This is an optimization exercise on Yosys and OpenROAD, whose aim is small area and a short achievable clock period, not a production implementation. RTL that was checked went through simulation tests only; none was proved equivalent to the original. Only the layout flow was run in run 7; the RTL was not checked for function there.

[flow/flow/make_args.txt]
ABC_AREA=1
CORE_UTILIZATION=60
SETUP_SLACK_MARGIN=13.0
BUFFER_PORTS_ARGS=-buffer_cell sky130_fd_sc_hd__buf_2
[flow/config.mk]
export PLATFORM = sky130hd
export DESIGN_NAME = key_expansion
export DESIGN_NICKNAME = key_expansion
export VERILOG_FILES = /design/flow/design.v
export SDC_FILE = /design/flow/constraint.sdc
export NUM_CORES = 4
export LEC_CHECK = 0
export CAP_MARGIN = 20
export CORE_MARGIN = 2
export CORE_UTILIZATION = 40
export SLEW_MARGIN = 20
[flow/standard.sh]
#!/bin/bash
# synth_recipe.tcl (not shown) runs the flow's synth.tcl, then flattens the netlist and writes it again
# the make line also repeats each setting of config.mk as NAME=value (left out here)
make -C /OpenROAD-flow-scripts/flow DESIGN_CONFIG=/design/flow/config.mk WORK_HOME=/design/flow/orfs CLKGATE_MAP_FILE= SYNTH_SCRIPT=/design/flow/synth_recipe.tcl "${@:-finish}"
[flow/design.v]
package key_expansion_pkg;
    localparam int NR_DEFAULT = 10;
    function automatic logic [7:0] rcon_next(input logic [3:0] r);
        logic [7:0] val;
        val[0] = ~r[2] & ~r[1] & ~r[0];                      
        val[1] = r[3] | (~r[2] & ~r[1] & r[0]);              
        val[2] = (~r[2] & r[1] & ~r[0]) | (r[3] & r[0]);     
        val[3] = (~r[2] & r[1] & r[0]) | (r[3] & ~r[0]);     
        val[4] = r[3] | (r[2] & ~r[1] & ~r[0]);              
        val[5] = (r[2] & ~r[1] & r[0]) | (r[3] & r[0]);      
        val[6] = r[2] & r[1] & ~r[0];                        
        val[7] = r[2] & r[1] & r[0];                         
        rcon_next = val;
    endfunction
endpackage
module aes_sbox (
    input  logic [7:0] data,
    output logic [7:0] sub
);
    logic U0, U1, U2, U3, U4, U5, U6, U7;
    logic T1, T2, T3, T4, T5, T6, T7, T8, T9, T10, T11, T12;
    logic T13, T14, T15, T16, T17, T18, T19, T20, T21, T22, T23, T24;
    logic T25, T26, T27, M1, M2, M3, M4, M5, M6, M7, M8, M9;
    logic M10, M11, M12, M13, M14, M15, M16, M17, M18, M19, M20, M21;
    logic M22, M23, M24, M25, M26, M27, M28, M29, M30, M31, M32, M33;
    logic M34, M35, M36, M37, M38, M39, M40, M41, M42, M43, M44, M45;
    logic M46, M47, M48, M49, M50, M51, M52, M53, M54, M55, M56, M57;
    logic M58, M59, M60, M61, M62, M63, L0, L1, L2, L3, L4, L5;
    logic L6, L7, L8, L9, L10, L11, L12, L13, L14, L15, L16, L17;
    logic L18, L19, L20, L21, L22, L23, L24, L25, L26, L27, L28, L29;
    assign {U0, U1, U2, U3, U4, U5, U6, U7} = data;
    assign T1 = U0 ^ U3;
    assign T2 = U0 ^ U5;
    assign T3 = U0 ^ U6;
    assign T4 = U3 ^ U5;
    assign T5 = U4 ^ U6;
    assign T6 = T1 ^ T5;
    assign T7 = U1 ^ U2;
    assign T8 = U7 ^ T6;
    assign T9 = U7 ^ T7;
    assign T10 = T6 ^ T7;
    assign T11 = U1 ^ U5;
    assign T12 = U2 ^ U5;
    assign T13 = T3 ^ T4;
    assign T14 = T6 ^ T11;
    assign T15 = T5 ^ T11;
    assign T16 = T5 ^ T12;
    assign T17 = T9 ^ T16;
    assign T18 = U3 ^ U7;
    assign T19 = T7 ^ T18;
    assign T20 = T1 ^ T19;
    assign T21 = U6 ^ U7;
    assign T22 = T7 ^ T21;
    assign T23 = T2 ^ T22;
    assign T24 = T2 ^ T10;
    assign T25 = T20 ^ T17;
    assign T26 = T3 ^ T16;
    assign T27 = T1 ^ T12;
    assign M1 = T13 & T6;
    assign M2 = T23 & T8;
    assign M3 = T14 ^ M1;
    assign M4 = T19 & U7;
    assign M5 = M4 ^ M1;
    assign M6 = T3 & T16;
    assign M7 = T22 & T9;
    assign M8 = T26 ^ M6;
    assign M9 = T20 & T17;
    assign M10 = M9 ^ M6;
    assign M11 = T1 & T15;
    assign M12 = T4 & T27;
    assign M13 = M12 ^ M11;
    assign M14 = T2 & T10;
    assign M15 = M14 ^ M11;
    assign M16 = M3 ^ M2;
    assign M17 = M5 ^ T24;
    assign M18 = M8 ^ M7;
    assign M19 = M10 ^ M15;
    assign M20 = M16 ^ M13;
    assign M21 = M17 ^ M15;
    assign M22 = M18 ^ M13;
    assign M23 = M19 ^ T25;
    assign M24 = M22 ^ M23;
    assign M25 = M22 & M20;
    assign M26 = M21 ^ M25;
    assign M27 = M20 ^ M21;
    assign M28 = M23 ^ M25;
    assign M29 = M28 & M27;
    assign M30 = M26 & M24;
    assign M31 = M20 & M23;
    assign M32 = M27 & M31;
    assign M33 = M27 ^ M25;
    assign M34 = M21 & M22;
    assign M35 = M24 & M34;
    assign M36 = M24 ^ M25;
    assign M37 = M21 ^ M29;
    assign M38 = M32 ^ M33;
    assign M39 = M23 ^ M30;
    assign M40 = M35 ^ M36;
    assign M41 = M38 ^ M40;
    assign M42 = M37 ^ M39;
    assign M43 = M37 ^ M38;
    assign M44 = M39 ^ M40;
    assign M45 = M42 ^ M41;
    assign M46 = M44 & T6;
    assign M47 = M40 & T8;
    assign M48 = M39 & U7;
    assign M49 = M43 & T16;
    assign M50 = M38 & T9;
    assign M51 = M37 & T17;
    assign M52 = M42 & T15;
    assign M53 = M45 & T27;
    assign M54 = M41 & T10;
    assign M55 = M44 & T13;
    assign M56 = M40 & T23;
    assign M57 = M39 & T19;
    assign M58 = M43 & T3;
    assign M59 = M38 & T22;
    assign M60 = M37 & T20;
    assign M61 = M42 & T1;
    assign M62 = M45 & T4;
    assign M63 = M41 & T2;
    assign L0 = M61 ^ M62;
    assign L1 = M50 ^ M56;
    assign L2 = M46 ^ M48;
    assign L3 = M47 ^ M55;
    assign L4 = M54 ^ M58;
    assign L5 = M49 ^ M61;
    assign L6 = M62 ^ L5;
    assign L7 = M46 ^ L3;
    assign L8 = M51 ^ M59;
    assign L9 = M52 ^ M53;
    assign L10 = M53 ^ L4;
    assign L11 = M60 ^ L2;
    assign L12 = M48 ^ M51;
    assign L13 = M50 ^ L0;
    assign L14 = M52 ^ M61;
    assign L15 = M55 ^ L1;
    assign L16 = M56 ^ L0;
    assign L17 = M57 ^ L1;
    assign L18 = M58 ^ L8;
    assign L19 = M63 ^ L4;
    assign L20 = L0 ^ L1;
    assign L21 = L1 ^ L7;
    assign L22 = L3 ^ L12;
    assign L23 = L18 ^ L2;
    assign L24 = L15 ^ L9;
    assign L25 = L6 ^ L10;
    assign L26 = L7 ^ L9;
    assign L27 = L8 ^ L10;
    assign L28 = L11 ^ L14;
    assign L29 = L11 ^ L17;
    assign sub[7] = L6 ^ L24;
    assign sub[6] = ~(L16 ^ L26);
    assign sub[5] = ~(L19 ^ L28);
    assign sub[4] = L6 ^ L21;
    assign sub[3] = L20 ^ L22;
    assign sub[2] = L25 ^ L29;
    assign sub[1] = ~(L13 ^ L27);
    assign sub[0] = ~(L6 ^ L23);
endmodule
module key_expansion
#(
    parameter int NR = key_expansion_pkg::NR_DEFAULT
) (
    input  logic            clk,
    input  logic            rst_n,
    input  logic            start_in,
    input  logic [31:0]     K0_in,
    input  logic [31:0]     K1_in,
    input  logic [31:0]     K2_in,
    input  logic [31:0]     K3_in,
    input  logic            ready_in,
    output logic [31:0]     D0_out,
    output logic [31:0]     D1_out,
    output logic [31:0]     D2_out,
    output logic [31:0]     D3_out,
    output logic            valid_out,
    output logic [3:0]      round_out,
    output logic            busy_out,
    output logic            done_out
);
    logic        valid_q, done_q;
    logic [31:0] w0_q, w1_q, w2_q, w3_q;
    logic [3:0]  round_q;
    logic [31:0] sub_word;
    logic [31:0] rc_word;
    logic [31:0] p0, p1, p2, p3;
    logic [31:0] sel_ld, sel_adv, sel_hold;
    logic [3:0]  round_d;
    logic        last;
    for (genvar i = 0; i < 4; i++) begin : g_sbox
        aes_sbox u_sbox (
            .data (w3_q[(8*i + 24) % 32 +: 8]),
            .sub  (sub_word[8*i +: 8])
        );
    end
    assign rc_word  = {key_expansion_pkg::rcon_next(round_q), 24'h000000};
    assign p0       = w0_q ^ rc_word;
    assign p1       = p0 ^ w1_q;
    assign p2       = p1 ^ w2_q;
    assign p3       = p2 ^ w3_q;
    assign sel_ld   = {32{~valid_q}};
    assign sel_adv  = {32{valid_q & ready_in}};
    assign sel_hold = {32{valid_q & ~ready_in}};
    assign last     = round_q[3] & round_q[1];    
    assign round_d  = ({4{valid_q & ready_in}} & (round_q + 4'd1))
                    | ({4{valid_q & ~ready_in}} & round_q);
    always_ff @(posedge clk or negedge rst_n) begin
        if (!rst_n) begin
            valid_q <= 1'b0;
            done_q  <= 1'b0;
        end else begin
            valid_q <= valid_q ? !(ready_in && last) : start_in;
            done_q  <= valid_q && ready_in && last;
        end
    end
    always_ff @(posedge clk) begin
        w0_q    <= (sel_ld & K0_in) | (sel_adv & (p0 ^ sub_word)) | (sel_hold & w0_q);
        w1_q    <= (sel_ld & K1_in) | (sel_adv & (p1 ^ sub_word)) | (sel_hold & w1_q);
        w2_q    <= (sel_ld & K2_in) | (sel_adv & (p2 ^ sub_word)) | (sel_hold & w2_q);
        w3_q    <= (sel_ld & K3_in) | (sel_adv & (p3 ^ sub_word)) | (sel_hold & w3_q);
        round_q <= round_d;
    end
    assign D0_out    = w0_q;
    assign D1_out    = w1_q;
    assign D2_out    = w2_q;
    assign D3_out    = w3_q;
    assign round_out = round_q;
    assign valid_out = valid_q;
    assign busy_out  = valid_q;
    assign done_out  = done_q;
endmodule
[flow/flow/run.sh]
#!/bin/bash
# Layout flow: the standard ORFS flow (standard.sh), with extra make variables from
# flow/make_args.txt (one VAR=value per line) and, if flow/abc.script exists, that ABC
# script in place of ORFS's abc_speed.script and abc_area.script (a copy of ORFS's scripts folder is used).
# Each ORFS step writes its own log under orfs/logs/; make's output goes to make.log.
set -euo pipefail
HERE=$(pwd)
ARGS=()
if [[ -f flow/abc.script ]]; then
  rm -rf "$HERE/scripts"
  cp -r "$FLOW_HOME/scripts" "$HERE/scripts"
  cp flow/abc.script "$HERE/scripts/abc_speed.script"
  cp flow/abc.script "$HERE/scripts/abc_area.script"
  ARGS+=("SCRIPTS_DIR=$HERE/scripts")
fi
if [[ -f flow/make_args.txt ]]; then
  while IFS= read -r line; do
    [[ -n "$line" && "$line" != \#* ]] && ARGS+=("$line")
  done < flow/make_args.txt
fi
echo "make args: ${ARGS[*]}" > make.log
bash standard.sh "${ARGS[@]}" finish >> make.log 2>&1
[flow/constraint.sdc]
create_clock -name core_clock -period 17.0 [get_ports {clk}]
set_input_delay 3.4000 -clock core_clock [delete_from_list [all_inputs] [get_ports {clk}]]
set_output_delay 3.4000 -clock core_clock [all_outputs]
set_load 0.01 [all_outputs]
==> results of run 1 <==
[stage by stage]
| stage | hold WS, ns | util | cells | cell area (sq um) |
|---|---|---|---|---|
| floorplan | 0.5110 | - | 2838 | 16370 |
| global placement | 0.4796 | 0.6610 | 3387 | 17670 |
| detailed placement | 0.4969 | 0.6610 | 3387 | 17670 |
| CTS | 0.5013 | 0.7923 | 3572 | 21180 |
[cell families after synthesis]
kind of cell | Yosys count | share of synthesized area
AND/OR/NAND/NOR | 1944 | 0.5534
buffers and inverters | 447 | 0.1117
adder cells (fa/ha/maj) | 9 | 0.006964
XOR/XNOR | 180 | 0.1096
flip-flops | 134 | 0.1665
AO/OA/AOI/OAI | 124 | 0.05192
[worst max-delay path by stage]
stage	from	end	slack, ns	cells after the start
3_5_place_dp	ready_in	w2_q[8]	11.79	6
3_3_place_gp	ready_in	w1_q[8]	11.84	6
4_1_cts	valid_q	busy_out	12.60	1
2_1_floorplan	ready_in	w2_q[25]	12.94	6
[Yosys cell counts, drive strengths merged]
master | count | share of area
a21oi | 6 | 0.0023
a22o | 53 | 0.029
buf | 35 | 0.014
clkbuf | 27 | 0.0063
clkinv | 1 | 0.00023
dfrtp | 2 | 0.0031
dfxtp | 132 | 0.16
ha | 9 | 0.0070
inv | 384 | 0.091
nand2 | 1261 | 0.32
nand3 | 528 | 0.17
nand3b | 57 | 0.028
nand4 | 10 | 0.0039
nor2 | 82 | 0.026
nor3 | 2 | 0.00062
o21ai | 63 | 0.020
o21bai | 1 | 0.00046
o31ai | 1 | 0.00046
or2 | 4 | 0.0015
xnor2 | 54 | 0.035
xor2 | 126 | 0.075
[repair_timing]
item	CTS
pin swaps	22
setup buffers	144
gates cloned	9
resized for setup	439
endpoints found under the setup margin	265
==> summary.md, run 1 <==
| Metric | Value |
|---|---|
| Hold-fix buffers at CTS | `0` |
| FF+latch count, synth | `approximately 130` |
| Initial Utilization | `0.6050` |
| CTS Buf Count | `17` |
| Mapped Area | `0.01617 sq mm` |
| Max H-tree Level | `4` |
| CTS Sinks | `about 130` |
| Seq/Total Area, Yosys | `0.1665` |
| Worst endpoint pin kind | `output port` |
| Die Height | `roughly 170 microns` |
| Post-Syn Nets | `around 3000` |
| Clk root buf | `clkbuf_16` |
| Final GP Congestion | `~0.92` |
| Final HPWL DP | `between 30 and 40 mm` |
| Status | `stopped before the end` |
| Synth Warn # | `1` |
| Syn avg cell area | `roughly 5.7 sq um` |
| Setup slack at placement | `approximately 12 ns` |
| Largest net degree at the start of global routing | `74` |
| Stopped at | `global routing` |
| IO Count | `between 200 and 300` |
| Die Width | `about 170 microns` |
| Buffers added on ports | `roughly 270` |
| CTS Buffer Depth | `2` |
| GRT repair_timing worst endpoint | `valid_out` |
| Cells after Synth | `~2800` |
| Yosys cell types | `between 40 and 50` |
| Tool error | `[ERROR DPL-0038] Utilization greater than 100%, impossible to legalize` |
| Count of standard-cell rows | `60` |
==> inputs of run 2 (changes only) <==
==> flow/flow/abc.script (new file) <==
strash
dch
map -a
topo
stime -c
buffer -c
upsize -c
dnsize -c
==> flow/flow/make_args.txt (replaced) <==
ABC_CLOCK_PERIOD_IN_PS=2500
CORE_UTILIZATION=50
SETUP_SLACK_MARGIN=12.5
BUFFER_PORTS_ARGS=-buffer_cell sky130_fd_sc_hd__buf_2
==> run 2 against run 1 <==
Now clean on timing, DRC and antenna. Synthesized area shrank 33%. Synthesized cell count shrank 51%.
==> summary.md, run 2 <==
| Metric | Value |
|---|---|
| Final ANT Viol Nets | `0` |
| Buffers added on ports | `around 270` |
| Max_cap viols | `0` |
| Crit. End Element | `flip-flop` |
| Most common cell after layout, fill and taps aside | `buf_2` |
| Reg2reg start | `w3_q[9]` |
| Hold endpoint | `w1_q[25]` |
| Largest net degree at the start of global routing | `85` |
| Cells after Synth | `approximately 1400` |
| CTS Buf Count | `17` |
| Commonest non-fill, non-tap cells in the layout | `buf_2, nand2_1, buf_4` |
| IO Count | `around 270` |
| Final HPWL DP | `23.13 mm` |
| Synth top area cells | `dfxtp_1, xor2_1, xnor2_1, a22oi_1, nand2_1` |
| Count of standard-cell rows | `53` |
| CTS tree | `yes` |
| Final GP Congestion | `just under 0.9` |
| Initial antenna violation count | `0` |
| Hold WS | `slightly above 0.5 ns` |
| Setup crit start kind | `flip-flop` |
| Die Height | `~150 microns` |
| Hold Vio Cnt, Final | `0` |
| Number of global-route vias before repair | `between 10000 and 15000` |
| Relative slew slack | `0.3655` |
| Starting DRC count in detailed routing | `between 700 and 800` |
| CORE AREA | `0.02109 sq mm` |
| WP data arrival | `roughly 5.3 ns` |
| Post-Route WL | `41.46 mm` |
| WP data required | `17.33 ns` |
| First-pass iteration count of the detailed router | `5` |
| Most frequent cell after synthesis | `nand2_1` |
| Number of synthesized flops with an enable pin | `0` |
| HP Start | `w1_q[25]` |
| Worst-Margin Slew | `approximately 0.95 ns` |
| Final net count | `between 1500 and 2000` |
| Final min period | `4.971 ns` |
| Reg clk slew, reported paths | `roughly 0.060 ns` |
| Unrepaired setup endpoints after global routing | `true` |
| Synth Warn # | `1` |
| Fillers | `~1300` |
| Syn avg cell area | `~7.7 sq um` |
| Yosys cell types | `42` |
| FF-to-FF setup slack | `roughly 12 ns` |
| Yosys top cell area share | `0.2450` |
| First-pass GRT wire length | `51.64 mm` |
| Max H-tree Level | `4` |
| Commonest cells post-synth | `nand2_1, xor2_1, xnor2_1` |
| GR Overflow Total | `0` |
| Drt drc | `0` |
| Layout cell share with drive strength beyond 1 | `0.4907` |
| FF+latch count, synth | `approximately 130` |
| Async SR Flop Fraction | `0.01493` |
| Fmax | `slightly above 200 MHz` |
| Setup ws final | `about 12 ns` |
| Final slew viol count | `0` |
| Status | `no timing/DRC/antenna violations` |
| Hold crit path type | `reg -> reg` |
| Post-Syn Nets | `~1500` |
| CP Class | `reg -> reg` |
| Post-synth top flop | `dfxtp_1` |
| Period utilization | `0.2924` |
| Initial Utilization | `0.5114` |
| Vias after detailed routing | `around 12000` |
| Die Width | `150.9 microns` |
| CTS Sinks | `about 130` |
| Worst r2r dst | `w3_q[19]` |
| Hold-fix buffers at CTS | `0` |
| Clk root buf | `clkbuf_16` |
| Total Routing Usage GR | `0.2865` |
| Critical-path maximum fanout | `3` |
| Seq/Total Area, Yosys | `0.2497` |
| Layout area overhead | `60.12%` |
| Mapped Area | `0.01078 sq mm` |
| Routed wire per std cell | `19.65 microns` |
| Hold path cells | `2` |
| Fin Setup TNS | `0 ns` |
| Vias per cell | `~5.5` |
| Endpoints failing setup | `0` |
| Final Skew | `0.008833 ns` |
| CTS Buffer Depth | `2` |
| Largest area contributor in the netlist | `dfxtp_1` |
| FF-to-FF path depth | `25` |
| Setup slack at placement | `about 12 ns` |
| Die Area | `about 0.023 sq mm` |
| Worst-skew pair later-pin latency | `about 0.44 ns` |
run 2: worst max-delay path by stage:
stage                        start        to  slack, ns
after floorplan           w3_q[15]  w3_q[18]      12.50
after global placement    ready_in   w1_q[8]      11.64
after detailed placement  ready_in  w2_q[21]      11.56
after CTS                  w3_q[9]  w3_q[17]      12.48
after global routing       w3_q[7]  w3_q[12]      11.88
final                      w3_q[9]  w3_q[19]      12.03
run 2: cell families (layout without fill, tap and decap cells):
kind of cell / after synthesis / after routing / synth area share
flip-flops: 134 / 134 / 0.2497
other: 0 / 1 / 0
AO/OA/AOI/OAI: 314 / 314 / 0.1797
adder cells (fa/ha/maj): 9 / 9 / 0.01044
AND/OR/NAND/NOR: 367 / 367 / 0.1396
XOR/XNOR: 419 / 419 / 0.3601
buffers and inverters: 159 / 591 / 0.06045
run 2: metrics by stage:
stage | std cells | instance area, sq um | util
after CTS | 2002 | 14490 | 0.6873
after floorplan | 1402 | 10800 | -
after detailed placement | 1892 | 12270 | 0.5816
after global routing | 2109 | 17270 | 0.8187
after global placement | 1892 | 12270 | 0.5816
final | 2110 | 17270 | 0.8189
run 2: layout make-up:
cell class	instances	area (sq um)	share of cell area
tap	275	344.1	0.01993
multi-input combinational	1109	10190	0.5903
clock inverter	12	120.1	0.006956
timing repair buffer	456	2960	0.1714
sequential	134	2798	0.1620
inverter	103	402.9	0.02333
antenna	1	2.502	0.0001449
clock buffer	20	446.7	0.02587
run 2: routing by layer:
| metal | global-route usage | part of all wire | wire length (microns) |
|---|---|---|---|
| met5 | 0 | 0 | 0 |
| met4 | 0.09112 | 0.039 | 1631 |
| met3 | 0.04398 | 0.055 | 2271 |
| met2 | 0.5007 | 0.51 | 21110 |
| met1 | 0.3629 | 0.40 | 16450 |
run 2: timing repair:
action,CTS,global route
pin swaps,96,177
gates cloned,0,1
endpoints found under the setup margin,150,134
gates resized for setup,197,371
setup buffers,78,106
run 2: critical path, cell delays in order, from the launching register on:
cell,delay [ns]
dfxtp_4,0.35
inv_2,0.04
or2_4,0.25
nand2_8,0.10
xor2_4,0.20
xor2_2,0.20
ha_1,0.30
xor2_1,0.19
xor2_1,0.25
xor2_2,0.20
inv_1,0.09
nand2_1,0.06
nand2_1,0.09
nand2_1,0.20
nand2_8,0.08
buf_4,0.16
nor2_1,0.39
xor2_2,0.29
buf_4,0.20
xnor2_4,0.14
xor2_4,0.20
xor2_2,0.29
xor2_2,0.30
a21oi_1,0.12
o21ai_1,0.09
nand2_1,0.07
==> inputs of run 3 (changes only) <==
==> flow/flow/abc.script (replaced) <==
strash
dch
map -D 2600
topo
stime -c
buffer -c
upsize -c
dnsize -c
==> flow/flow/make_args.txt (replaced) <==
ABC_CLOCK_PERIOD_IN_PS=3000
CORE_UTILIZATION=50
SETUP_SLACK_MARGIN=12.5
BUFFER_PORTS_ARGS=-buffer_cell sky130_fd_sc_hd__buf_2
==> run 3 against run 2 <==
Critical path depth is 24 lower. Count of clock-buffer cells in the layout is 1 higher. Global-route usage is 1.4 points higher. Die area is 28% higher. Non-clock buffer count is 153 lower. Register-to-register slack better by 0.64 ns. Maximum frequency is 11% higher. First-iteration DRC count is 38% higher. Cell area is 0.74% lower. Synthesized area is 29% higher.
==> summary.md, run 3 <==
| Metric | Value |
|---|---|
| Status | `no timing/DRC/antenna violations` |
| Slowest stage delay, CP | `0.47 ns` |
| Vias per cell | `5.664` |
| Hold Vio Cnt, Final | `0` |
| CTS Buf Count | `17` |
| Crit. End Element | `primary output` |
| Relative slew slack | `0.4165` |
| Worst path top cell family by delay | `flip-flops` |
| Worst-Margin Slew | `0.8753 ns` |
| Fmax | `222.9 MHz` |
| Period utilization | `0.2639` |
| Levels on crit path | `1` |
| Seq/Total Area, Yosys | `0.1932` |
| Fillers | `~2700` |
| Mapped Area | `between 0.01 and 0.015 sq mm` |
| Largest net degree at the start of global routing | `70` |
| Number of synthesized flops with an enable pin | `0` |
| First-pass GRT wire length | `approximately 71 mm` |
| Synth Warn # | `1` |
| Post-route core utilization | `0.6204` |
| Final GP Congestion | `approximately 0.9` |
| FF-to-FF path depth | `22` |
| Hold crit path type | `reg -> reg` |
| Drt drc | `0` |
| Largest area contributor in the netlist | `dfxtp_1` |
| Post-Route WL | `around 46 mm` |
| Die Area | `slightly below 0.03 sq mm` |
| Post-Syn Nets | `2184` |
| Vias after detailed routing | `roughly 15000` |
| CTS tree | `yes` |
| Commonest non-fill, non-tap cells in the layout | `nand2_1, nand3_1, buf_2` |
| Yosys top cell area share | `0.1896` |
| Cells after Synth | `about 2000` |
| Clk root buf | `clkbuf_16` |
| Buf/Inv on CP | `1` |
| Unrepaired setup endpoints after global routing | `true` |
| CTS Sinks | `about 130` |
| Setup ws final | `12.51 ns` |
| Buffers added on ports | `266` |
| CORE AREA | `0.02763 sq mm` |
| Setup crit start kind | `flip-flop` |
| FF+latch count, synth | `between 100 and 150` |
| WP data arrival | `around 1.1 ns` |
| CP Class | `reg -> out` |
| Hold path cells | `2` |
| Setup slack at placement | `between 10 and 15 ns` |
| Async SR Flop Fraction | `0.01493` |
| Yosys cell types | `63` |
| Final net count | `2440` |
| Initial antenna violation count | `1` |
| CTS Buffer Depth | `2` |
| Starting DRC count in detailed routing | `between 1000 and 1500` |
| IO Count | `267` |
| Slowest CP cell | `dfxtp_4` |
| Count of standard-cell rows | `61` |
| Worst-skew pair later-pin latency | `0.45 ns` |
| Max H-tree Level | `4` |
| Post-synth top flop | `dfxtp_1` |
| Final HPWL DP | `34.59 mm` |
| Layout area overhead | `22.99%` |
| Final Skew | `approximately 0.011 ns` |
| Total Routing Usage GR | `0.3005` |
| Layout cell share with drive strength beyond 1 | `0.2556` |
| Final min period | `4.486 ns` |
| First-pass iteration count of the detailed router | `6` |
| Die Height | `between 150 and 200 microns` |
| Final slew viol count | `0` |
| Max_cap viols | `0` |
| Fin Setup TNS | `0 ns` |
| Synth top area cells | `dfxtp_1, nand2_1, nand3_1, xor2_1, a22oi_1` |
| Syn avg cell area | `roughly 6.8 sq um` |
| Most common cell after layout, fill and taps aside | `nand2_1` |
| Critical-path maximum fanout | `7` |
| Endpoints failing setup | `0` |
| Die Width | `approximately 170 microns` |
| Final ANT Viol Nets | `0` |
| Initial Utilization | `0.5044` |
| Reg clk slew, reported paths | `about 0.070 ns` |
| Routed wire per std cell | `approximately 17 microns` |
| Commonest cells post-synth | `nand2_1, nand3_1, xor2_1` |
| Number of global-route vias before repair | `13771` |
| WP data required | `around 14 ns` |
| Most frequent cell after synthesis | `nand2_1` |
| Cell Chain, Critical Path | `buf_2` |
| GR Overflow Total | `0` |
run 3: changes by cell type after synthesis, moves of 53 or more:
cell	previous run	this run
xor2_1	231	145
nand3_1	13	307
o21ai_0	104	28
xnor2_1	164	102
nand4_1	0	53
nand2_1	251	478
run 3: path summary, 6_finish.rpt:
| check | to | startpoint | slack, ns |
|---|---|---|---|
| setup / recovery | D3_out[26] | w3_q[26] | 12.51 |
| hold / removal | w1_q[25] | w1_q[25] | 0.51 |
| setup reg to reg | w3_q[10] | w3_q[7] | 12.67 |
| hold reg to reg | w1_q[25] | w1_q[25] | 0.51 |
| max in group asynchronous | valid_q | rst_n | 14.16 |
| min in group asynchronous | done_q | rst_n | 2.73 |
run 3: timing repair:
| action | in CTS | in global routing |
|---|---|---|
| cloned | 0 | 1 |
| hold buffers | 0 | 0 |
| pin swaps | 0 | 36 |
| resized for setup | 59 | 128 |
| setup buffers | 4 | 26 |
| setup endpoints to repair | 164 | 143 |
run 3: final cells by class:
cell class | count | area, sq um | share of cell area
Sequential cell | 134 | 2800 | 0.1634
Timing Repair Buffer | 303 | 1672 | 0.09753
Clock inverter | 11 | 147.6 | 0.008614
Inverter | 121 | 459.2 | 0.02679
Multi-Input combinational cell | 1722 | 11110 | 0.6479
Tap cell | 378 | 473.0 | 0.02759
Antenna cell | 1 | 2.502 | 0.0001460
Clock buffer | 21 | 480.5 | 0.02803
run 3: cell families after synthesis:
| logic type | synth area share |
|---|---|
| flip-flops | 0.1932 |
| AO/OA/AOI/OAI | 0.1867 |
| XOR/XNOR | 0.1986 |
| AND/OR/NAND/NOR | 0.3575 |
| adder cells (fa/ha/maj) | 0.008081 |
| buffers and inverters | 0.05585 |
run 3: per-layer routing:
metal | track usage | wire length [microns] | share of wire
met1 | 0.4028 | 20990 | 0.45
met2 | 0.5151 | 22210 | 0.48
met3 | 0.03863 | 2314 | 0.050
met4 | 0.06706 | 651 | 0.014
met5 | 0 | 0 | 0
run 3: stage by stage:
stage | hold slack, ns | area (sq um) | cells
final | 0.5085 | 17140 | 2691
after global routing | 0.5508 | 17140 | 2691
after CTS | 0.5075 | 16290 | 2663
after detailed placement | 0.4908 | 15480 | 2627
after global placement | 0.4866 | 15480 | 2627
after floorplan | 0.5344 | 13940 | 2043
==> inputs of run 4 (changes only) <==
==> flow/flow/abc.script (replaced) <==
strash
dch
map -D 3500
topo
stime -c
buffer -c
upsize -c
dnsize -c
==> flow/flow/make_args.txt (replaced) <==
ABC_CLOCK_PERIOD_IN_PS=3500
CORE_UTILIZATION=50
SETUP_SLACK_MARGIN=12.5
BUFFER_PORTS_ARGS=-buffer_cell sky130_fd_sc_hd__buf_2
==> run 4 against run 3 <==
Critical path type is now reg -> reg. First-iteration DRC count is 30% lower. Cell area is 3.8% lower. Critical endpoint is now w3_q[26]. Sequential cell count stayed put. Critical path depth is 22 higher. Worst hold slack worse by 0.0052 ns. Via count is 26% lower. Largest cell class unchanged. Final cell count is 23% lower.
==> summary.md, run 4 <==
| Metric | Value |
|---|---|
| Status | `no timing/DRC/antenna violations` |
| Clk root buf | `clkbuf_16` |
| CP Class | `reg -> reg` |
| IO Count | `267` |
| Fmax | `between 200 and 250 MHz` |
| Final GP Congestion | `between 0.9 and 1` |
| Final min period | `4.811 ns` |
| Max H-tree Level | `4` |
| Final net count | `1925` |
| Synth Warn # | `1` |
| Commonest cells post-synth | `nand2_1, xor2_1, xnor2_1` |
| Die Height | `between 150 and 200 microns` |
| Most common cell after layout, fill and taps aside | `buf_2` |
| Endpoints failing setup | `0` |
| WP data arrival | `a little over 5 ns` |
| Unrepaired setup endpoints after global routing | `true` |
| Reg2reg start | `w3_q[19]` |
| First-pass GRT wire length | `between 50 and 60 mm` |
| Final HPWL DP | `around 27 mm` |
| Number of global-route vias before repair | `between 10000 and 15000` |
| Yosys top cell area share | `0.2390` |
| Die Width | `152.7 microns` |
| CTS Sinks | `about 130` |
| Starting DRC count in detailed routing | `743` |
| Drt drc | `0` |
| Commonest non-fill, non-tap cells in the layout | `buf_2, nand2_1, xor2_1` |
| Worst Setup SP | `w3_q[19]` |
| CTS tree | `yes` |
| Layout area overhead | `49.07%` |
| Crit. End Element | `flip-flop` |
| Die Area | `around 0.023 sq mm` |
| Hold Vio Cnt, Final | `0` |
| HP Start | `w2_q[6]` |
| Final ANT Viol Nets | `0` |
| GR Overflow Total | `0` |
| FF+latch count, synth | `134` |
| Post-Route WL | `~40 mm` |
| CORE AREA | `roughly 0.022 sq mm` |
| Setup crit start kind | `flip-flop` |
| Initial antenna violation count | `7` |
| WP data required | `between 15 and 20 ns` |
| Initial Utilization | `0.5082` |
| First-pass iteration count of the detailed router | `5` |
| FF-to-FF path depth | `23` |
| Most frequent cell after synthesis | `nand2_1` |
| Vias after detailed routing | `approximately 11000` |
| Final slew viol count | `0` |
| Vias per cell | `5.383` |
| Most used cell, CP | `xor2_1` |
| Count of standard-cell rows | `between 50 and 60` |
| Total Routing Usage GR | `0.3065` |
| Fin Setup TNS | `0 ns` |
| Max_cap viols | `0` |
| Reg clk slew, reported paths | `roughly 0.070 ns` |
| Syn avg cell area | `just under 8 sq um` |
| CTS Buffer Depth | `2` |
| Relative slew slack | `0.4806` |
| Met1 usage | `0.3831` |
| Met2 usage | `0.5245` |
| Synth top area cells | `dfxtp_1, xor2_1, xnor2_1, nand2_1, a22oi_1` |
| Fillers | `~1600` |
| Buffers added on ports | `266` |
| Worst-Margin Slew | `approximately 0.78 ns` |
| Layout cell share with drive strength beyond 1 | `0.4502` |
| Hold path cells | `2` |
| Hold WS | `approximately 0.5 ns` |
| Async SR Flop Fraction | `0.01493` |
| Cell Chain, Critical Path | `inv_1, nand2_1, nand2_2, xnor2_2, xnor2_2, ha_1, xor2_1, xor2_1, xnor2_2, inv_2, buf_6, a21oi_4, xor2_4, nand2_2, xor2_4, xnor2_1, xor2_1, xnor2_2, xor2_1, xor2_1, buf_4, xor2_1, o21ai_0` |
| Hold crit path type | `reg -> reg` |
| CTS Buf Count | `17` |
| Worst-skew pair later-pin latency | `between 0.4 and 0.5 ns` |
| Yosys cell types | `47` |
| Slowest stage delay, CP | `between 0.4 and 0.5 ns` |
| Mapped Area | `approximately 0.011 sq mm` |
| GRT met3 Usage | `0.05063` |
| GR peak layer | `met2` |
| Cells after Synth | `roughly 1400` |
| Post-Syn Nets | `roughly 1600` |
| Largest area contributor in the netlist | `dfxtp_1` |
| Slowest CP cell | `dfxtp_1` |
| Routed wire per std cell | `19.09 microns` |
| Critical-path maximum fanout | `5` |
| Number of synthesized flops with an enable pin | `0` |
| Final Skew | `roughly 0.0083 ns` |
| Seq/Total Area, Yosys | `0.2435` |
| Post-synth top flop | `dfxtp_1` |
| Period utilization | `0.2830` |
| Largest net degree at the start of global routing | `79` |
run 4: changes by cell type in the layout (fill, tap and decap cells not counted), sizes merged, moves of 31 or more:
| cell | previous run | this run |
|---|---|---|
| nand4 | 56 | 2 |
| o21ai | 68 | 115 |
| o31ai | 34 | 3 |
| buf | 302 | 400 |
| nand3 | 320 | 11 |
| nand3b | 53 | 0 |
| nand2 | 509 | 297 |
| xnor2 | 117 | 154 |
| xor2 | 163 | 258 |
| a21boi | 31 | 0 |
run 4: routing by layer:
layer | vias up | routed length [microns]
met5 | - | 27
met4 | 4 | 1699
met3 | 94 | 2078
met2 | 433 | 20030
met1 | 5378 | 15920
li1 | 5304 | -
run 4: area by class of cell:
cell class / count / area, sq um / area share
clock buffer: 17 / 425.4 / 0.02581
antenna: 6 / 15.01 / 0.0009110
sequential: 134 / 2780 / 0.1687
clock inverter: 15 / 160.2 / 0.009718
timing repair buffer: 401 / 2462 / 0.1494
multi-input combinational: 1132 / 9907 / 0.6011
inverter: 98 / 380.4 / 0.02308
tap: 280 / 350.3 / 0.02126
run 4: final timing paths:
check	endpoint	slack (ns)
max	w3_q[26]	12.19
min	w2_q[6]	0.50
max reg2reg	w3_q[26]	12.19
min reg2reg	w2_q[6]	0.50
max in group asynchronous	valid_q	14.17
min in group asynchronous	valid_q	2.73
run 4: worst max-delay path, delay by kind of cell (launching register included):
family / cells / cell delay (ns)
flops: 1 / 0.42
fa+ha+maj: 1 / 0.27
xor+xnor: 13 / 2.84
buf+inv: 4 / 0.48
compound gates: 2 / 0.29
simple gates: 3 / 0.34
run 4: logic make-up after synthesis:
| logic type | synth area share |
|---|---|
| simple gates | 0.1492 |
| buf+inv | 0.05761 |
| flops | 0.2435 |
| xor+xnor | 0.3593 |
| compound gates | 0.1802 |
| fa+ha+maj | 0.01019 |
run 4: per-stage QoR:
step	area [sq um]	cells	util	setup WS (ns)
final	16480	2083	0.7575	12.19
after global routing	16480	2081	0.7573	11.97
after CTS	14580	2010	0.6701	12.45
after detailed placement	12520	1915	0.5757	11.67
after global placement	12520	1915	0.5757	11.72
after floorplan	11060	1422	-	12.54
run 4: repair_timing:
action | CTS | global route
resized for setup | 180 | 258
hold buffers | 0 | 0
pin swaps | 81 | 130
setup buffers | 63 | 67
setup endpoints to repair | 150 | 138
==> inputs of run 5 (changes only) <==
==> flow/flow/abc.script (replaced) <==
strash
dch
map -D 4000
topo
stime -c
buffer -c
upsize -c
dnsize -c
==> flow/flow/make_args.txt (replaced) <==
ABC_CLOCK_PERIOD_IN_PS=4000
CORE_UTILIZATION=50
SETUP_SLACK_MARGIN=12.5
BUFFER_PORTS_ARGS=-buffer_cell sky130_fd_sc_hd__buf_2
==> run 5 against run 4 <==
Synthesized cell count decreased by 1.4%. Final cell count increased by 1.8%. Sequential share of layout area decreased by 0.44 points. Non-clock buffer count increased by 65. Critical path type unchanged. Still clean on timing, DRC and antenna.
==> summary.md, run 5 <==
| Metric | Value |
|---|---|
| Fmax | `205.6 MHz` |
| Design Area, Final | `0.01705 sq mm` |
| Multiplexer area fraction after synthesis | `0` |
| Endpoints failing setup | `0` |
| CTS Buffer Depth | `2` |
| Vias after detailed routing | `11501` |
| Layout area overhead | `57.83%` |
| Slowest stage delay, CP | `0.36 ns` |
| Starting DRC count in detailed routing | `about 840` |
| Final HPWL DP | `~24 mm` |
| First-pass GRT wire length | `approximately 54 mm` |
| Hold Vio Cnt, Final | `0` |
| Reg clk slew, reported paths | `around 0.060 ns` |
| Routed wire per std cell | `about 19 microns` |
| Synth Warn # | `1` |
| Count of standard-cell rows | `53` |
| First-pass iteration count of the detailed router | `5` |
| Simple-gate portion of the synthesized area | `0.1404` |
| Most used cell, CP | `xor2_4` |
| Die Height | `between 150 and 200 microns` |
| Largest area contributor in the netlist | `dfxtp_1` |
| Die Width | `between 150 and 200 microns` |
| WP data required | `17.32 ns` |
| Yosys cell types | `42` |
| XOR/XNOR Fraction of Synth Area | `0.3605` |
| Number of synthesized flops with an enable pin | `0` |
| Fillers | `around 1300` |
| Most common cell after layout, fill and taps aside | `buf_2` |
| Hold-fix buffers at CTS | `0` |
| Most frequent cell after synthesis | `nand2_1` |
| Hold endpoint | `w2_q[1]` |
| Crit. End Element | `flip-flop` |
| Commonest cells post-synth | `nand2_1, xor2_1, xnor2_1` |
| Vias per cell | `5.425` |
| Unrepaired setup endpoints after global routing | `true` |
| Hold crit path type | `reg -> reg` |
| Relative slew slack | `0.2466` |
| Reg2reg start | `w3_q[5]` |
| Slowest CP cell | `dfxtp_4` |
| Post-Syn Nets | `between 1500 and 2000` |
| Synth Area in Compound Gates | `0.1794` |
| HP Start | `w2_q[1]` |
| Post-synth top flop | `dfxtp_1` |
| CTS Sinks | `approximately 130` |
| FF-to-FF setup slack | `~12 ns` |
| Worst r2r dst | `w1_q[8]` |
| Critical-path maximum fanout | `7` |
| Synth top area cells | `dfxtp_1, xor2_1, xnor2_1, a22oi_1, nand2_1` |
| Drt drc | `0` |
| Final GP Congestion | `slightly above 0.9` |
| Clk root buf | `clkbuf_16` |
| Commonest non-fill, non-tap cells in the layout | `buf_2, nand2_1, buf_4` |
| Buf/Inv on CP | `5` |
| Period utilization | `0.2862` |
| Layout cell share with drive strength beyond 1 | `0.4713` |
| GR Overflow Total | `0` |
| Seq/Total Area, Yosys | `0.2492` |
| Fin Setup TNS | `0 ns` |
| Initial Utilization | `0.5123` |
| Buffers added on ports | `between 200 and 300` |
| Syn avg cell area | `around 7.7 sq um` |
| Main combinational cell family by area after synthesis | `XOR/XNOR gates` |
| Post-synthesis adder-cell area fraction | `0.01042` |
| Final net count | `slightly below 2000` |
| Worst-Margin Slew | `1.129 ns` |
| CTS Buf Count | `17` |
| Max H-tree Level | `4` |
| Cells after Synth | `around 1400` |
| Largest net degree at the start of global routing | `86` |
| Number of global-route vias before repair | `between 10000 and 15000` |
| FF-to-FF path depth | `25` |
| CP Class | `reg -> reg` |
| Hold path cells | `2` |
| Final ANT Viol Nets | `0` |
| CTS tree | `yes` |
| Mapped Area | `between 0.01 and 0.015 sq mm` |
| Initial antenna violation count | `4` |
| Area after DPL | `between 0.01 and 0.015 sq mm` |
| CORE AREA | `around 0.021 sq mm` |
| Post-Route WL | `40.91 mm` |
| Total Routing Usage GR | `0.3019` |
| Setup crit start kind | `flip-flop` |
| Final min period | `around 4.9 ns` |
| Die Area | `0.02280 sq mm` |
| Worst-skew pair later-pin latency | `around 0.44 ns` |
| Final slew viol count | `0` |
| Final Skew | `0.01206 ns` |
| WP data arrival | `about 5.2 ns` |
| Status | `no timing/DRC/antenna violations` |
| Async SR Flop Fraction | `0.01493` |
| FF+latch count, synth | `roughly 130` |
| Max_cap viols | `0` |
| Yosys top cell area share | `0.2446` |
| Worst path top cell family by delay | `XOR/XNOR gates` |
| IO Count | `approximately 270` |
==> run 5: changes by cell type in the layout (fill, tap and decap cells not counted), sizes merged, moves of 7 or more <==
| cell | before | now |
|---|---|---|
| and2 | 7 | 0 |
| xnor2 | 154 | 173 |
| o211ai | 13 | 5 |
| xor2 | 258 | 246 |
| nor2 | 47 | 69 |
| buf | 400 | 465 |
| nand2 | 297 | 259 |
==> run 5: cell families (layout without fill, tap and decap cells) <==
| logic type | Yosys count | in the layout |
|---|---|---|
| buffers and inverters | 159 | 599 |
| XOR/XNOR | 419 | 419 |
| flip-flops | 134 | 134 |
| other | 0 | 1 |
| AO/OA/AOI/OAI | 314 | 314 |
| adder cells (fa/ha/maj) | 9 | 9 |
| AND/OR/NAND/NOR | 367 | 369 |
==> run 5: layout make-up <==
class                   count  area [sq um]  share of cell area
diodes                      1         2.502           0.0001467
clock buffers              17         425.4             0.02495
clock inverters            12         227.7             0.01335
inverters                 104         416.7             0.02443
multi-input cells        1111          9774              0.5732
flip-flops and latches    134          2801              0.1643
well taps                 275         344.1             0.02018
repair buffers            466          3060              0.1795
==> run 5: worst max path at each step <==
| stage | cells past startpoint | slack [ns] | end | startpoint |
|---|---|---|---|---|
| 3_5_place_dp | 9 | 11.23 | w1_q[9] | ready_in |
| 2_1_floorplan | 24 | 12.50 | w3_q[18] | w3_q[9] |
| 3_3_place_gp | 9 | 11.30 | w0_q[19] | ready_in |
| 5_1_grt | 25 | 12.00 | w1_q[8] | w3_q[5] |
| 4_1_cts | 25 | 12.42 | w1_q[18] | w3_q[9] |
| 6_report | 25 | 12.14 | w1_q[8] | w3_q[5] |
==> run 5: through the flow <==
stage          utilization  std cells  worst slack (ns)  hold slack (ns)
3_3_place_gp        0.5838       1892             11.30           0.4936
3_5_place_dp        0.5838       1892             11.23           0.4965
2_1_floorplan            -       1402             12.50           0.5231
4_1_cts             0.6986       2017             12.42           0.5153
5_1_grt             0.8085       2119             12.00           0.5424
6_report            0.8087       2120             12.14           0.5121
==> run 5: what timing repair did <==
item / 4_1_cts / 5_1_grt
pin swaps: 84 / 160
buffers inserted: 95 / 100
endpoints found under the setup margin: 150 / 127
resized for setup: 183 / 338
gates cloned: 1 / 2
==> run 5: worst min-delay path, stage by stage (launching register included) <==
cell,delay [ns]
dfxtp_1,0.31
inv_1,0.07
o21ai_0,0.08
==> run 5: layer usage <==
layer / track usage / vias to the layer above / wire, microns
met5: 0 / - / 26
met3: 0.06024 / 96 / 2748
met1: 0.3870 / 5536 / 15930
met4: 0.08785 / 4 / 1341
met2: 0.5155 / 478 / 20860
li1: - / 5387 / -
==> inputs of run 6 (changes only) <==
==> flow/flow/abc.script (replaced) <==
strash
dch
map -D 3000
topo
stime -c
buffer -c
upsize -c
dnsize -c
==> flow/flow/make_args.txt (replaced) <==
ABC_CLOCK_PERIOD_IN_PS=3000
CORE_UTILIZATION=50
SETUP_SLACK_MARGIN=12.5
BUFFER_PORTS_ARGS=-buffer_cell sky130_fd_sc_hd__buf_2
==> run 6 against run 5 <==
Clock skew is 0.0015 ns higher. Critical path type is now reg -> out. Final cell count increased by 6.4%. Synthesized area up 13%. Utilization fell by 14 points. Still clean on timing, DRC and antenna.
==> summary.md, run 6 <==
| Metric | Value |
|---|---|
| Die Width | `around 160 microns` |
| WP data required | `13.60 ns` |
| Max_cap viols | `0` |
| Buf/Inv on CP | `1` |
| FF+latch count, synth | `~130` |
| Commonest non-fill, non-tap cells in the layout | `nand2_1, buf_2, xor2_1` |
| FF-to-FF path depth | `20` |
| Hold crit path type | `reg -> reg` |
| Worst path top cell family by delay | `flip-flops` |
| Final HPWL DP | `around 27 mm` |
| Multiplexer area fraction after synthesis | `0` |
| Drt drc | `0` |
| CORE AREA | `~0.024 sq mm` |
| Status | `no timing/DRC/antenna violations` |
| Reg clk slew, reported paths | `0.07 ns` |
| Fin Setup TNS | `0 ns` |
| Largest net degree at the start of global routing | `71` |
| Die Height | `around 160 microns` |
| IO Count | `between 200 and 300` |
| Final GP Congestion | `between 0.9 and 1` |
| CTS Sinks | `about 130` |
| Most frequent cell after synthesis | `nand2_1` |
| Vias per cell | `5.249` |
| Hold Vio Cnt, Final | `0` |
| Vias after detailed routing | `approximately 12000` |
| GR peak layer | `met2` |
| Hold-fix buffers at CTS | `0` |
| Seq/Total Area, Yosys | `0.2206` |
| Buffers added on ports | `roughly 270` |
| Post-Syn Nets | `between 1500 and 2000` |
| Fillers | `about 2100` |
| Period utilization | `0.2633` |
| Starting DRC count in detailed routing | `857` |
| Yosys top cell area share | `0.2165` |
| Yosys cell types | `53` |
| Synth top area cells | `dfxtp_1, xor2_1, nand2_1, xnor2_1, a22oi_1` |
| Syn avg cell area | `7.524 sq um` |
| Layout cell share with drive strength beyond 1 | `0.3428` |
| Area of the multi-input gates | `about 0.01 sq mm` |
| Post-route core utilization | `0.6734` |
| Met2 usage | `0.4587` |
| Hold endpoint | `w1_q[14]` |
| Post-Route WL | `~37 mm` |
| Total Routing Usage GR | `0.2702` |
| Register area | `0.002798 sq mm` |
| Fmax | `between 200 and 250 MHz` |
| Layout area overhead | `33.01%` |
| Slowest stage delay, CP | `roughly 0.46 ns` |
| Routed wire per std cell | `16.43 microns` |
| Final slew viol count | `0` |
| CTS tree | `yes` |
| CP Class | `reg -> out` |
| Most common cell after layout, fill and taps aside | `nand2_1` |
| Critical-path maximum fanout | `9` |
| Levels on crit path | `1` |
| Mapped Area | `approximately 0.012 sq mm` |
| Commonest cells post-synth | `nand2_1, xor2_1, xnor2_1` |
| Hold WS | `0.5218 ns` |
| Synth Warn # | `1` |
| FF-to-FF setup slack | `between 10 and 15 ns` |
| Simple-gate portion of the synthesized area | `0.1834` |
| Async SR Flop Fraction | `0.01493` |
| Largest area contributor in the netlist | `dfxtp_1` |
| Initial antenna violation count | `1` |
| Count of standard-cell rows | `57` |
| GR Overflow Total | `0` |
| HP Start | `w1_q[14]` |
| Worst r2r dst | `w3_q[24]` |
| Clk root buf | `clkbuf_16` |
| XOR/XNOR Fraction of Synth Area | `0.3432` |
| Met1 usage | `0.3632` |
| Unrepaired setup endpoints after global routing | `true` |
| Final Skew | `0.01360 ns` |
| Final net count | `a little over 2000` |
| GRT met3 Usage | `0.03870` |
| First-pass GRT wire length | `about 56 mm` |
| First-pass iteration count of the detailed router | `8` |
| Crit. End Element | `primary output` |
| Reg2reg start | `w3_q[22]` |
| Cells after Synth | `approximately 1600` |
| Endpoints failing setup | `0` |
| Worst-Margin Slew | `roughly 0.85 ns` |
| Hold path cells | `2` |
| Worst-skew pair later-pin latency | `0.43 ns` |
| CTS Buffer Depth | `2` |
| Number of global-route vias before repair | `about 11000` |
| Relative slew slack | `0.4320` |
| Final ANT Viol Nets | `0` |
| Initial Utilization | `0.5063` |
| Number of synthesized flops with an enable pin | `0` |
| Final min period | `4.477 ns` |
| Die Area | `between 0.02 and 0.03 sq mm` |
| Max H-tree Level | `4` |
| Slowest CP cell | `dfxtp_4` |
| CTS Buf Count | `17` |
| Synth Area in Compound Gates | `0.1800` |
| Post-synth top flop | `dfxtp_1` |
| Post-synthesis adder-cell area fraction | `0.009227` |
| Main combinational cell family by area after synthesis | `XOR/XNOR gates` |
| WP data arrival | `between 1 and 1.5 ns` |
| Setup crit start kind | `flip-flop` |
| Cell Chain, Critical Path | `buf_2` |
## run 6: layout make-up
type,instances,share of cell area
Sequential cell,134,0.1723
Timing Repair Buffer,340,0.1199
Antenna cell,1,0.0001542
Clock inverter,14,0.01372
Inverter,131,0.03091
Tap cell,324,0.02497
Multi-Input combinational cell,1294,0.6109
Clock buffer,18,0.02705
## run 6: how the worst max path moves through the flow
stage	start	endpoint
after global placement	ready_in	w1_q[25]
after global routing	w3_q[22]	w3_q[24]
final	w3_q[18]	D3_out[18]
after detailed placement	ready_in	w1_q[25]
after CTS	ready_in	w1_q[25]
after floorplan	ready_in	w0_q[25]
## run 6: cell families (layout without fill, tap and decap cells)
family	Yosys count	count (layout)
and+or+nand+nor	529	529
xor gates and xnor gates	415	415
AOI/OAI and AO/OA	341	341
buffers and inverters	194	503
DFF	134	134
adders and majority gates	9	9
other	0	1
## run 6: repair_timing
action                     CTS  global route
setup endpoints to repair  145           134
gates resized for setup     68           178
cloned                       0             0
pin swaps                    8            83
buffers inserted             9            60
## run 6: per-layer routing
metal | wire length [microns] | part of all wire
met5 | 0 | 0
met4 | 624 | 0.017
met3 | 1673 | 0.045
met2 | 18230 | 0.49
met1 | 16550 | 0.45
## run 6: tightest hold or removal path: stages, from the launching register on
cell     delay, ns
dfxtp_1       0.35
a22oi_1       0.08
nand2_1       0.06
## run 6: stage by stage
stage	instance area, sq um	cells	worst slack, ns
floorplan	12210	1622	12.48
global placement	13710	2154	11.38
detailed placement	13710	2154	11.33
CTS	14720	2195	12.43
global route	16230	2256	12.19
finish	16230	2256	12.52
==> inputs of run 7 (changes only) <==
--- a/flow/design.v
+++ b/flow/design.v
@@ -184,4 +184,5 @@
     logic [3:0]  round_q;
     logic [31:0] sub_word;
+    logic [31:0] t_word;
     logic [31:0] rc_word;
     logic [31:0] p0, p1, p2, p3;
@@ -203,4 +204,5 @@
     assign sel_adv  = {32{valid_q & ready_in}};
     assign sel_hold = {32{valid_q & ~ready_in}};
+    assign t_word   = sel_adv & sub_word;       
     assign last     = round_q[3] & round_q[1];    
     assign round_d  = ({4{valid_q & ready_in}} & (round_q + 4'd1))
@@ -216,8 +218,8 @@
     end
     always_ff @(posedge clk) begin
-        w0_q    <= (sel_ld & K0_in) | (sel_adv & (p0 ^ sub_word)) | (sel_hold & w0_q);
-        w1_q    <= (sel_ld & K1_in) | (sel_adv & (p1 ^ sub_word)) | (sel_hold & w1_q);
-        w2_q    <= (sel_ld & K2_in) | (sel_adv & (p2 ^ sub_word)) | (sel_hold & w2_q);
-        w3_q    <= (sel_ld & K3_in) | (sel_adv & (p3 ^ sub_word)) | (sel_hold & w3_q);
+        w0_q    <= ((sel_ld & K0_in) | (sel_adv & p0) | (sel_hold & w0_q)) ^ t_word;
+        w1_q    <= ((sel_ld & K1_in) | (sel_adv & p1) | (sel_hold & w1_q)) ^ t_word;
+        w2_q    <= ((sel_ld & K2_in) | (sel_adv & p2) | (sel_hold & w2_q)) ^ t_word;
+        w3_q    <= ((sel_ld & K3_in) | (sel_adv & p3) | (sel_hold & w3_q)) ^ t_word;
         round_q <= round_d;
     end
==> run 7 against run 6 <==
Routed wire length is 0.77% higher. Global-route usage increased by 2.0 points. Maximum frequency shrank 0.12%. Still clean. Non-clock buffer count fell by 19. Sequential share of layout area up 1.1 points. Synthesized area fell by 6.1%. Critical path depth did not move. Cell area decreased by 7.7%. Count of clock-buffer cells in the layout unchanged. Register-to-register slack gained 0.13 ns. Sequential cell count did not move.
==> summary.md, run 7 <==
| Metric | Value |
|---|---|
| Status | `no timing/DRC/antenna violations` |
| CTS Sinks | `roughly 130` |
| Max_cap viols | `0` |
| Reg clk slew, reported paths | `around 0.060 ns` |
| First-pass GRT wire length | `around 55 mm` |
| Hold crit path type | `reg -> reg` |
| Hold Vio Cnt, Final | `0` |
| FF+latch count, synth | `roughly 130` |
| WP data arrival | `between 1 and 1.5 ns` |
| Die Area | `around 0.024 sq mm` |
| Worst-Margin Slew | `about 0.80 ns` |
| Post-synth top flop | `dfxtp_1` |
| Final Skew | `between 0.008 and 0.009 ns` |
| Die Width | `155.4 microns` |
| Hold-fix buffers at CTS | `0` |
| Worst path top cell family by delay | `flip-flops` |
| Final min period | `approximately 4.5 ns` |
| Critical-path maximum fanout | `6` |
| Fin Setup TNS | `0 ns` |
| Async SR Flop Fraction | `0.01493` |
| Vias per cell | `about 5.2` |
| IO Count | `roughly 270` |
| Setup crit start kind | `flip-flop` |
| Endpoints failing setup | `0` |
| Cell Chain, Critical Path | `buf_2` |
| Layout cell share with drive strength beyond 1 | `0.3380` |
| Most common cell after layout, fill and taps aside | `nand2_1` |
| Synth top area cells | `dfxtp_1, xnor2_1, xor2_1, nand2_1, a22oi_1` |
| Final slew viol count | `0` |
| Die Height | `155.4 microns` |
| Routed wire per std cell | `around 18 microns` |
| Initial antenna violation count | `3` |
| Initial Utilization | `0.5075` |
| GR Overflow Total | `0` |
| Most frequent cell after synthesis | `nand2_1` |
| WP data required | `approximately 14 ns` |
| Largest net degree at the start of global routing | `between 70 and 80` |
| Drt drc | `0` |
| Fmax | `223.1 MHz` |
| Final net count | `between 1500 and 2000` |
| Final GP Congestion | `around 0.9` |
| First-pass iteration count of the detailed router | `5` |
| Synth Warn # | `1` |
| Commonest cells post-synth | `nand2_1, xnor2_1, xor2_1` |
| Slowest CP cell | `dfxtp_2` |
| Yosys top cell area share | `0.2307` |
| Period utilization | `0.2637` |
| Relative slew slack | `0.4642` |
| Buffers added on ports | `around 270` |
| Seq/Total Area, Yosys | `0.2350` |
| Final ANT Viol Nets | `0` |
| Slowest stage delay, CP | `between 0.4 and 0.5 ns` |
| Clk root buf | `clkbuf_16` |
| Cells after Synth | `1474` |
| Mapped Area | `around 0.011 sq mm` |
| Area after DPL | `about 0.013 sq mm` |
| Vias after detailed routing | `roughly 11000` |
| Buf/Inv on CP | `1` |
| CTS Buffer Depth | `2` |
| CP Class | `reg -> out` |
| Design Area, Final | `around 0.015 sq mm` |
| Max H-tree Level | `4` |
| Worst-skew pair later-pin latency | `0.43 ns` |
| Crit. End Element | `primary output` |
| CTS tree | `yes` |
| Final HPWL DP | `26.11 mm` |
| Unrepaired setup endpoints after global routing | `true` |
| Post-Syn Nets | `between 1500 and 2000` |
| Post-Route WL | `between 30 and 40 mm` |
| Starting DRC count in detailed routing | `around 730` |
| Total Routing Usage GR | `0.2901` |
| Count of standard-cell rows | `55` |
| Largest area contributor in the netlist | `dfxtp_1` |
| Number of global-route vias before repair | `between 10000 and 15000` |
| Syn avg cell area | `slightly below 8 sq um` |
| CORE AREA | `about 0.023 sq mm` |
| CTS Buf Count | `17` |
| Layout area overhead | `30.78%` |
| Commonest non-fill, non-tap cells in the layout | `nand2_1, buf_2, xnor2_1` |
| Number of synthesized flops with an enable pin | `0` |
| Yosys cell types | `50` |
==> run 7: cells by family after synthesis <==
logic type | Yosys count | share of synthesized area
buffers and inverters | 173 | 0.05789
adder cells (fa/ha/maj) | 9 | 0.009830
XOR/XNOR | 420 | 0.3526
AND/OR/NAND/NOR | 437 | 0.1655
AO/OA/AOI/OAI | 278 | 0.1591
multiplexers | 23 | 0.02010
flip-flops | 134 | 0.2350
==> run 7: timing repair <==
item / 4_1_cts / 5_1_grt
endpoints found under the setup margin: 149 / 134
setup buffers: 11 / 34
pin swaps: 6 / 48
gates cloned: 3 / 2
resized for setup: 54 / 120
==> run 7: through the flow <==
step / setup slack (ns) / utilization / std cells / hold slack [ns]
floorplan: 12.47 / - / 1474 / 0.5609
global placement: 11.12 / 0.5779 / 1986 / 0.5992
detailed placement: 11.07 / 0.5779 / 1986 / 0.5996
CTS: 12.50 / 0.6252 / 2030 / 0.6119
global route: 12.39 / 0.6636 / 2066 / 0.6411
finish: 12.52 / 0.6637 / 2067 / 0.6056
==> run 7: worst paths after layout <==
check,startpoint,endpoint,slack (ns),cells past startpoint
worst max-delay path,w3_q[0],D3_out[0],12.52,1
worst min-delay path,w2_q[6],w2_q[6],0.61,3
worst max register to register,w3_q[13],w3_q[18],12.66,25
worst min register to register,w2_q[6],w2_q[6],0.61,3
max in group asynchronous,rst_n,valid_q,14.15,1
min in group asynchronous,rst_n,valid_q,2.74,1
==> run 7: routing by layer <==
| layer | routed length, microns | global-route usage |
|---|---|---|
| met5 | 25 | 0 |
| met1 | 16150 | 0.3718 |
| met2 | 18470 | 0.5038 |
| met4 | 936 | 0.09305 |
| met3 | 1783 | 0.04067 |
==> run 7: final cells by class <==
class,count,area (sq um)
diodes,1,2.502
clock buffers,18,439.2
clock inverters,12,203.9
repair buffers,321,1891
fillers,1929,7590
inverters,129,508.0
multi-input cells,1167,8828
flip-flops and latches,134,2753
well taps,285,356.6
==> run 7: worst register-to-register path, delay by kind of cell (launching register included) <==
| family | cells | cell delay, ns |
|---|---|---|
| buffers and inverters | 2 | 0.16 |
| adders and majority gates | 1 | 0.30 |
| xor gates and xnor gates | 7 | 1.48 |
| DFF | 1 | 0.36 |
| AOI/OAI and AO/OA | 3 | 0.52 |
| and+or+nand+nor | 12 | 1.40 |

[afterwards: timing with drivers on the ports]
No port has a modelled driver above. Below, the same layouts with a new extraction and two added sets of constraints. Step 1: set_driving_cell puts a clkbuf_16 on clk and a buf_2 on each other input, an assumption about the parent block. Step 2 also shifts input and output timing later by t, the mid clock arrival at the registers, as if the neighbouring blocks saw the same clock. Three values: ideal, step 1, step 2; two values: the first two.
run | t, ns | slack for setup (ns) | clock arrival spread, ns | worst register clock-pin slew, ns
run 2 | 0.483 | 12.029 / 12.029 / 12.029 | 0.009 / 0.010 | 0.07 / 0.07
run 3 | 0.500 | 12.514 / 12.458 / 12.119 | 0.011 / 0.012 | 0.07 / 0.07
run 4 | 0.489 | 12.189 / 12.189 / 11.944 | 0.009 / 0.010 | 0.07 / 0.07
run 5 | 0.481 | 12.135 / 12.135 / 12.077 | 0.015 / 0.015 | 0.07 / 0.07
run 6 | 0.477 | 12.523 / 12.474 / 12.162 | 0.016 / 0.016 | 0.07 / 0.07
run 7 | 0.475 | 12.518 / 12.468 / 12.099 | 0.009 / 0.009 | 0.07 / 0.07
After both steps every run listed still meets setup and hold. For run 7, which loses most, drivers alone change the setup slack by -0.050 ns; drivers and shift together by -0.419 ns.
